Source: an optimization exercise on an open RTL-to-GDS flow (aim: small area, a short achievable clock period and few clock cycles per item). Production flows keep margins and buffers that such runs may drop.
Only simulation tests tie the RTL to the original design; equivalence was not proved.
No activity file was given, so power comes from the tool's default toggle rates.

File: flow/run.sh
#!/bin/bash
# synth_recipe.tcl (not shown) runs the flow's synth.tcl, then flattens the netlist and writes it again
# the make line also repeats each setting of config.mk as NAME=value (left out here)
make -C /OpenROAD-flow-scripts/flow DESIGN_CONFIG=/design/flow/config.mk WORK_HOME=/design/flow/orfs CLKGATE_MAP_FILE= SYNTH_SCRIPT=/design/flow/synth_recipe.tcl finish
File: flow/config.mk
export PLATFORM = sky130hd
export DESIGN_NAME = sliding_window_median_filter_top
export DESIGN_NICKNAME = sliding_window_median_filter_top
export VERILOG_FILES = /design/flow/design.v
export SDC_FILE = /design/flow/constraint.sdc
export NUM_CORES = 4
export LEC_CHECK = 0
export CAP_MARGIN = 20
export CORE_MARGIN = 2
export CORE_UTILIZATION = 40
export SETUP_SLACK_MARGIN = 2.0
export SLEW_MARGIN = 20
File: flow/constraint.sdc
create_clock -name core_clock -period 5.5 [get_ports {clk_i}]
set_input_delay 1.1000 -clock core_clock [delete_from_list [all_inputs] [get_ports {clk_i}]]
set_output_delay 1.1000 -clock core_clock [all_outputs]
set_load 0.01 [all_outputs]
File: flow/design.v
package smf_pkg;
  localparam int WINDOW       = 16;
  localparam int SAMPLE_WIDTH = 16;
  localparam int DATA_W       = 16;
  localparam int IDX_W        = (WINDOW > 1) ? $clog2(WINDOW) : 1;
  localparam int CNT_W        = $clog2(WINDOW + 1);
  typedef logic [SAMPLE_WIDTH-1:0] sample_t;
  typedef logic [IDX_W-1:0]        rank_t;
  function automatic logic gt16(input sample_t a, input sample_t b);
    logic [15:0] g1, l1;
    logic [7:0]  g2, l2;
    logic [3:0]  g3, l3;
    logic [1:0]  g4, l4;
    g1 = a & ~b;
    l1 = ~a & b;
    for (int k = 0; k < 8; k++) begin
      g2[k] = g1[2*k+1] | (~l1[2*k+1] & g1[2*k]);
      l2[k] = l1[2*k+1] | (~g1[2*k+1] & l1[2*k]);
    end
    for (int k = 0; k < 4; k++) begin
      g3[k] = g2[2*k+1] | (~l2[2*k+1] & g2[2*k]);
      l3[k] = l2[2*k+1] | (~g2[2*k+1] & l2[2*k]);
    end
    for (int k = 0; k < 2; k++) begin
      g4[k] = g3[2*k+1] | (~l3[2*k+1] & g3[2*k]);
      l4[k] = l3[2*k+1] | (~g3[2*k+1] & l3[2*k]);
    end
    gt16 = g4[1] | (~l4[1] & g4[0]);
  endfunction
  function automatic logic gt4(input rank_t a, input rank_t b);
    logic [3:0] g1, l1;
    g1 = a & ~b;
    l1 = ~a & b;
    gt4 = g1[3] | (~l1[3] & (g1[2] | (~l1[2] & (g1[1] | (~l1[1] & g1[0])))));
  endfunction
  function automatic rank_t inc4(input rank_t r);
    inc4 = {r[3] ^ (r[2] & r[1] & r[0]), r[2] ^ (r[1] & r[0]), r[1] ^ r[0], ~r[0]};
  endfunction
  function automatic rank_t dec4(input rank_t r);
    dec4 = {r[3] ^ ~(r[2] | r[1] | r[0]), r[2] ^ ~(r[1] | r[0]), r[1] ^ ~r[0], ~r[0]};
  endfunction
  function automatic sample_t avg16(input sample_t a, input sample_t b);
    logic [15:0] g, p, g1, p1, g2, p2, g3, p3, g4;
    g = a & b;
    p = a | b;
    for (int i = 0; i < 16; i++) begin
      g1[i] = (i >= 1) ? (g[i] | (p[i] & g[i-1])) : g[i];
      p1[i] = (i >= 1) ? (p[i] & p[i-1]) : p[i];
    end
    for (int i = 0; i < 16; i++) begin
      g2[i] = (i >= 2) ? (g1[i] | (p1[i] & g1[i-2])) : g1[i];
      p2[i] = (i >= 2) ? (p1[i] & p1[i-2]) : p1[i];
    end
    for (int i = 0; i < 16; i++) begin
      g3[i] = (i >= 4) ? (g2[i] | (p2[i] & g2[i-4])) : g2[i];
      p3[i] = (i >= 4) ? (p2[i] & p2[i-4]) : p2[i];
    end
    for (int i = 0; i < 16; i++) begin
      g4[i] = (i >= 8) ? (g3[i] | (p3[i] & g3[i-8])) : g3[i];
    end
    for (int i = 1; i < 16; i++) begin
      avg16[i-1] = a[i] ^ (b[i] ^ g4[i-1]);
    end
    avg16[15] = g4[15];
  endfunction
  function automatic logic [7:0] rank_code(input rank_t c);
    for (int k = 0; k < 7; k++) begin
      rank_code[k+1] = c > rank_t'(2 * k + 1);
    end
    rank_code[0] = c[0];
  endfunction
  function automatic rank_t code_rank(input logic [7:0] code);
    logic [6:0] t;
    t = code[7:1];
    code_rank[3] = t[3];
    code_rank[2] = (t[1] & ~t[3]) | t[5];
    code_rank[1] = (t[0] & ~t[1]) | (t[2] & ~t[3]) | (t[4] & ~t[5]) | t[6];
    code_rank[0] = code[0];
  endfunction
endpackage
module smf_cell #(
  parameter int POS = 0
) (
  input  logic             clk_i,
  input  logic             rst_ni,
  input  logic             en_i,       
  input  logic             odd_i,      
  input  smf_pkg::sample_t x_i,        
  input  smf_pkg::rank_t   r_old_i,    
  input  logic             valid_i,    
  input  smf_pkg::sample_t value_i,    
  input  smf_pkg::rank_t   rank_i,     
  input  logic [7:0]       code_i,     
  output logic             valid_o,
  output smf_pkg::sample_t value_o,
  output smf_pkg::rank_t   rank_o,
  output smf_pkg::rank_t   rank_next_o,  
  output logic             le_o,         
  output logic [6:0]       tap_o         
);
  localparam logic           FILL_HI  = (POS % 2) == 0;
  localparam smf_pkg::rank_t RANK_RST = FILL_HI ? smf_pkg::rank_t'(8 + POS / 2)
                                                : smf_pkg::rank_t'(POS / 2);
  smf_pkg::sample_t value_q;
  smf_pkg::rank_t   rank_q, rank_c;
  logic             valid_q;
  logic             gt, gt_v;
  assign rank_c = smf_pkg::gt4(rank_q, r_old_i) ? smf_pkg::dec4(rank_q) : rank_q;
  smf_gt u_gt (
    .a_i  (value_q),
    .b_i  (x_i),
    .gt_o (gt_v)
  );
  assign gt = valid_q ? gt_v : (FILL_HI ^ odd_i);
  assign rank_next_o = gt ? smf_pkg::inc4(rank_c) : rank_c;
  assign le_o        = !gt;
  for (genvar k = 0; k < 7; k++) begin : g_tap
    assign tap_o[k] = le_o && (rank_c == smf_pkg::rank_t'(2 * k + 1));
  end
  always_ff @(posedge clk_i or negedge rst_ni) begin
    if (!rst_ni) begin
      valid_q <= 1'b0;
    end else if (en_i) begin
      valid_q <= valid_i;
    end
  end
  if (POS == 0) begin : g_code
    logic [7:0] code_q;
    always_ff @(posedge clk_i or negedge rst_ni) begin
      if (!rst_ni) begin
        code_q <= smf_pkg::rank_code(RANK_RST);
      end else if (en_i) begin
        code_q <= code_i;
      end
    end
    assign rank_q = smf_pkg::code_rank(code_q);
  end else begin : g_rank
    always_ff @(posedge clk_i or negedge rst_ni) begin
      if (!rst_ni) begin
        rank_q <= RANK_RST;
      end else if (en_i) begin
        rank_q <= rank_i;
      end
    end
  end
  always_ff @(posedge clk_i) begin
    if (en_i) begin
      value_q <= value_i;
    end
  end
  assign valid_o = valid_q;
  assign value_o = value_q;
  assign rank_o  = rank_q;
endmodule
module smf_gt (
  input  smf_pkg::sample_t a_i,
  input  smf_pkg::sample_t b_i,
  output logic             gt_o
);
  assign gt_o = smf_pkg::gt16(a_i, b_i);
endmodule
module smf_median_sel (
  input  smf_pkg::sample_t [smf_pkg::WINDOW-1:0] values_i,
  input  smf_pkg::rank_t   [smf_pkg::WINDOW-1:0] ranks_i,
  output smf_pkg::sample_t                       lo_o,    
  output smf_pkg::sample_t                       hi_o     
);
  localparam smf_pkg::rank_t LO = smf_pkg::rank_t'(smf_pkg::WINDOW / 2 - 1);
  localparam smf_pkg::rank_t HI = smf_pkg::rank_t'(smf_pkg::WINDOW / 2);
  always_comb begin
    lo_o = '0;
    hi_o = '0;
    for (int j = 0; j < smf_pkg::WINDOW; j++) begin
      lo_o |= {smf_pkg::SAMPLE_WIDTH{ranks_i[j] == LO}} & values_i[j];
      hi_o |= {smf_pkg::SAMPLE_WIDTH{ranks_i[j] == HI}} & values_i[j];
    end
  end
endmodule
module smf_median_avg (
  input  smf_pkg::sample_t           lo_i,
  input  smf_pkg::sample_t           hi_i,
  input  logic                       odd_i,
  output logic [smf_pkg::DATA_W-1:0] median_o
);
  assign median_o = odd_i ? lo_i : smf_pkg::avg16(lo_i, hi_i);
endmodule
module sliding_window_median_filter_top (
  input  logic        clk_i,
  input  logic        rst_ni,
  input  logic        s_axis_tvalid,
  output logic        s_axis_tready,
  input  logic [15:0] s_axis_tdata,    
  output logic        m_axis_tvalid,
  input  logic        m_axis_tready,
  output logic [15:0] m_axis_tdata,    
  output logic        m_axis_tuser     
);
  localparam int W = smf_pkg::WINDOW;
  smf_pkg::sample_t [W-1:0]       c_value;
  smf_pkg::rank_t   [W-1:0]       c_rank, c_rank_next;
  logic             [W-1:0]       c_valid, c_le;
  logic             [6:0]         c_tap [W];
  logic             [6:0]         tap;
  smf_pkg::sample_t               x;
  logic [7:0]                     x_code;
  logic                           full;
  logic                           accept, m_free, p_free;
  logic                           pend_q, p_valid_q, m_valid_q, m_full_q, odd_q;
  logic                           p_odd_q, p_full_q;
  smf_pkg::sample_t               sel_lo, sel_hi, p_lo_q, p_hi_q;
  logic [smf_pkg::DATA_W-1:0]     median, m_data_q;
  assign x    = s_axis_tdata;
  assign full = c_valid[W-1];
  assign m_free        = !m_valid_q || m_axis_tready;
  assign p_free        = !p_valid_q || m_free;
  assign s_axis_tready = !pend_q || p_free;
  assign accept        = s_axis_tvalid && s_axis_tready;
  always_comb begin
    tap = '0;
    for (int j = 0; j < W - 1; j++) begin
      tap |= c_tap[j];
    end
  end
  assign x_code = {tap, ^c_le[W-2:0]};
  for (genvar i = 0; i < W; i++) begin : g_cell
    smf_cell #(.POS(i)) u_cell (
      .clk_i       (clk_i),
      .rst_ni      (rst_ni),
      .en_i        (accept),
      .odd_i       (odd_q),
      .x_i         (x),
      .r_old_i     (c_rank[W-1]),
      .valid_i     ((i == 0) ? 1'b1 : c_valid[(i == 0) ? 0 : i-1]),
      .value_i     ((i == 0) ? x : c_value[(i == 0) ? 0 : i-1]),
      .rank_i      ((i == 0) ? '0 : c_rank_next[(i == 0) ? 0 : i-1]),
      .code_i      (x_code),
      .valid_o     (c_valid[i]),
      .value_o     (c_value[i]),
      .rank_o      (c_rank[i]),
      .rank_next_o (c_rank_next[i]),
      .le_o        (c_le[i]),
      .tap_o       (c_tap[i])
    );
  end
  smf_median_sel u_median_sel (
    .values_i (c_value),
    .ranks_i  (c_rank),
    .lo_o     (sel_lo),
    .hi_o     (sel_hi)
  );
  smf_median_avg u_median_avg (
    .lo_i     (p_lo_q),
    .hi_i     (p_hi_q),
    .odd_i    (p_odd_q),
    .median_o (median)
  );
  always_ff @(posedge clk_i or negedge rst_ni) begin
    if (!rst_ni) begin
      pend_q    <= 1'b0;
      p_valid_q <= 1'b0;
      m_valid_q <= 1'b0;
      odd_q     <= 1'b0;
    end else begin
      if (accept) begin
        pend_q <= 1'b1;
      end else if (p_free) begin
        pend_q <= 1'b0;
      end
      if (p_free) begin
        p_valid_q <= pend_q;
      end
      if (m_free) begin
        m_valid_q <= p_valid_q;
      end
      if (accept && !full) begin
        odd_q <= !odd_q;
      end
    end
  end
  always_ff @(posedge clk_i) begin
    if (p_free) begin
      p_lo_q   <= sel_lo;
      p_hi_q   <= sel_hi;
      p_odd_q  <= odd_q;
      p_full_q <= full;
    end
    if (m_free) begin
      m_data_q <= median;
      m_full_q <= p_full_q;
    end
  end
  assign m_axis_tvalid = m_valid_q;
  assign m_axis_tdata  = m_data_q;
  assign m_axis_tuser  = m_full_q;
endmodule
==> impl_metrics.ini <==
[flow_run]
cap_violations = 0

[clock_network]
cts-root-buf = clkbuf_16
cts_tree = yes
postCtsHoldBufs = 0
cts_inserted_buffers = 46
cts_sinks = 395
worstSkewPairLatency_ns = 0.59
cts.clk_slew.worst_paths_ns = 0.06
clockBufferDepth = 3
htreeDepth = 2

[synth]
synth_flop_cell = edfxtp_1
ys_types = 99
ys_ff_latch = 395
seq_area_frac_synth = 0.4546
async_flop_share = 0.2228
synth_edf_count = 307
avgSynthCellArea_um2 = 10.17
synth_fp_nets = 2560
ys_warn_count = 21
postSynthCellCount = 2480
netlist_area_um2 = 25220

[detailed_routing]
vias = 22713
wl_um = 102700
first_iter_violations = 3345
drcViolationCount = 0
routedWlPerCell_um = 29.72
viasPerCell = 6.574
firstDrtPassIters = 7
ant_nets = 0

[critical_path]
crit_fanout = 5
crit_type = register to register
worst_ep_arrival_time_ns = 4.15
required_ns = 6.02
rrSetupSlack_ns = 1.87
crit_path_end_kind = register
startpoint_type = register

[placement]
portBuffers = 38
dp_hpwl_um = 69250
finalWeightedCongestion = 1.040
dp.cells = 3307

[sta]
rsz0062_at_grt = yes
worst-slew-pin-transition_ns = 1.189
fmax_ghz = 0.2755
hold_viol = 0
finClkSkew_ns = 0.02263
maxSlewViolCount = 0
setup-violations-final = 0
max_slew_margin = 0.2072
period_minus_slack_ns = 3.630
tns_ns = 0
fin_crit_sh = 0.6600

[floorplan]
die-area_um2 = 65070
rows = 92
die_h_um = 255.1
core_um2 = 62740
pin_count = 39
die_w_um = 255.1
start_util = 0.4020

[grt]
overflow = 0
grt_pass1_vias = 21502
grt_pass1_wl_um = 147000
gr-usage-all-layers = 0.3106
grt_start_max_net_pins = 177
grt_antenna_before_repair = 2

[pwr]
peakVddDrop_v = 0.0003800
leakagePower_nw = 10.89
powerDensity_nw_per_um2 = 611.1

[status]
run_status = complete, no violations

[cells_and_area]
final_nets = 2650
area_delta_synth_final_pct = 18.01
drive_gt1_frac = 0.1818
instances_no_fill = 3455

[min_path]
hold_class = register to register
[per-layer routing]
layer / GRT usage / up-vias / routed length, um
li1: - / 9673 / -
met1: 0.4049 / 11068 / 40330
met2: 0.4771 / 1565 / 44870
met3: 0.08146 / 405 / 11390
met4: 0.1559 / 2 / 6079
met5: 0 / - / 13
[where the power goes]
part	leakage (nW)	internal, mW	switching, mW
clock network	0.786	1.97	1.33
logic	6.07	4.03	5.74
registers	4.03	4.14	0.965
[cells in the mapped netlist, drive strengths merged, types with 53 or more instances]
master	count	area, um2
a21oi	106	534.3
a221oi	137	1217
a22o	135	1182
clkbuf	119	446.7
dfrtp	53	1326
edfxtp	307	9219
ha	59	738.2
inv	124	465.5
maj3	138	1414
nand2	246	925.9
nand2b	77	489.2
nand3	54	270.3
nor2	110	412.9
nor2b	75	469.2
o21ai	140	700.7
xnor2	72	638.1
[placed cells by master (no fill, tap or decap), drive strengths merged, types with 53 or more instances in the layout]
cell and count:
edfxtp 307, nand2 246, buf 150, o21ai 140
maj3 138, a221oi 137, a22o 135, inv 125
nor2 110, a21oi 106, nand2b 77, nor2b 75
xnor2 72, clkbuf 61, ha 59, nand3 54
dfrtp 53
[stage by stage]
step / power (mW) / hold WS (ns) / utilization / cell area, um2 / worst slack (ns)
global placement: 13.20 / 0.4097 / 0.4272 / 26800 / 0.3317
CTS: 17.61 / 0.4189 / 0.4701 / 29490 / 1.912
finish: 18.18 / 0.4169 / 0.4743 / 29760 / 1.870
global route: 19.04 / 0.4392 / 0.4743 / 29750 / 1.743
detailed placement: 13.40 / 0.4057 / 0.4272 / 26800 / 0.3456
floorplan: 10.51 / 0.4003 / - / 25250 / 1.752
[final cells by class]
class	instances	area, um2
fillers	5740	32980
multi-input cells	1813	13480
flip-flops and latches	395	11470
repair buffers	183	1605
clock buffers	56	1272
well taps	846	1059
inverters	130	540.5
clock inverters	29	322.8
diodes	2	5.005
repair inverters	1	3.754
[worst paths after layout]
check                                            start                           endpoint  cells past startpoint
max in group asynchronous                       rst_ni           g_cell[0].u_cell.valid_q                      2
min in group asynchronous                       rst_ni        g_cell[15].u_cell.rank_q[3]                      1
setup reg to reg           g_cell[15].u_cell.rank_q[0]  g_cell[0].u_cell.g_code.code_q[3]                     13
hold reg to reg                               p_full_q                           m_full_q                      0
hold / removal                                p_full_q                           m_full_q                      0
setup / recovery           g_cell[15].u_cell.rank_q[0]  g_cell[0].u_cell.g_code.code_q[3]                     13
[state kept, by name, indices dropped and copies added, names as in the netlist]
name                         flops
p_full_q                         1
p_valid_q                        1
g_cell.u_cell.valid_q           16
m_data_q                        16
pend_q                           1
m_valid_q                        1
g_cell.u_cell.rank_q            60
g_cell.u_cell.g_code.code_q      8
m_full_q                         1
odd_q                            1
p_lo_q                          16
g_cell.u_cell.value_q          256
p_hi_q                          16
p_odd_q                          1
[kinds of logic (layout without fill, tap and decap cells)]
logic type	count (synthesis)	after routing	share of synthesized area
muxes	25	25	0.01017
other	0	2	0
and+or+nand+nor	743	743	0.1489
buffers and inverters	272	399	0.04158
AOI/OAI and AO/OA	737	737	0.2181
xor gates and xnor gates	110	110	0.04044
adders and majority gates	198	198	0.08614
DFF	395	395	0.4546
[repair_timing]
action | 4_1_cts | 5_1_grt
resized for setup | 217 | 50
pin swaps | 65 | 31
setup buffers | 52 | 7
endpoints found under the hold margin | 0 | 0
setup endpoints to repair | 53 | 18
cloned | 1 | 1
[critical path: stages, from the launching register on]
cell     delay (ns)
dfstp_4        0.64
buf_8          0.15
buf_4          0.12
nor2b_1        0.04
maj3_2         0.30
maj3_2         0.32
maj3_2         0.37
nand2_1        0.13
xor2_2         0.33
a21oi_2        0.09
nand3_1        0.16
nand2_1        0.08
or4_1          0.53
o32a_1         0.29
Testbench counts, summed over its fixed seeds: cycles 16,024, items 16,000.

==> afterwards: timing with drivers on the ports <==
In the flow no input, the clock included, has a driving cell. The finished layout below was timed again as built, in two steps.
Step 1 sets driving cells, clkbuf_16 on the clock port and buf_2 on the other inputs (assumed; they add their load-dependent delay and slew).
Step 2 also shifts input and output timing later by t, the mid clock arrival at the registers, as if the neighbouring blocks saw the same clock.
Three values: ideal ports, drivers, drivers and shift; two values: the first two.
t (ns): 0.649
setup slack, ns: 1.870 / 1.870 / 1.283
worst setup path after step 2: input to register
clock arrival spread, ns: 0.023 / 0.024
worst data-port slew with drivers (ns): 0.10
After both steps this run still meets setup and hold. The setup slack of this run moves by 0.000 ns with the drivers and by -0.587 ns with both steps.
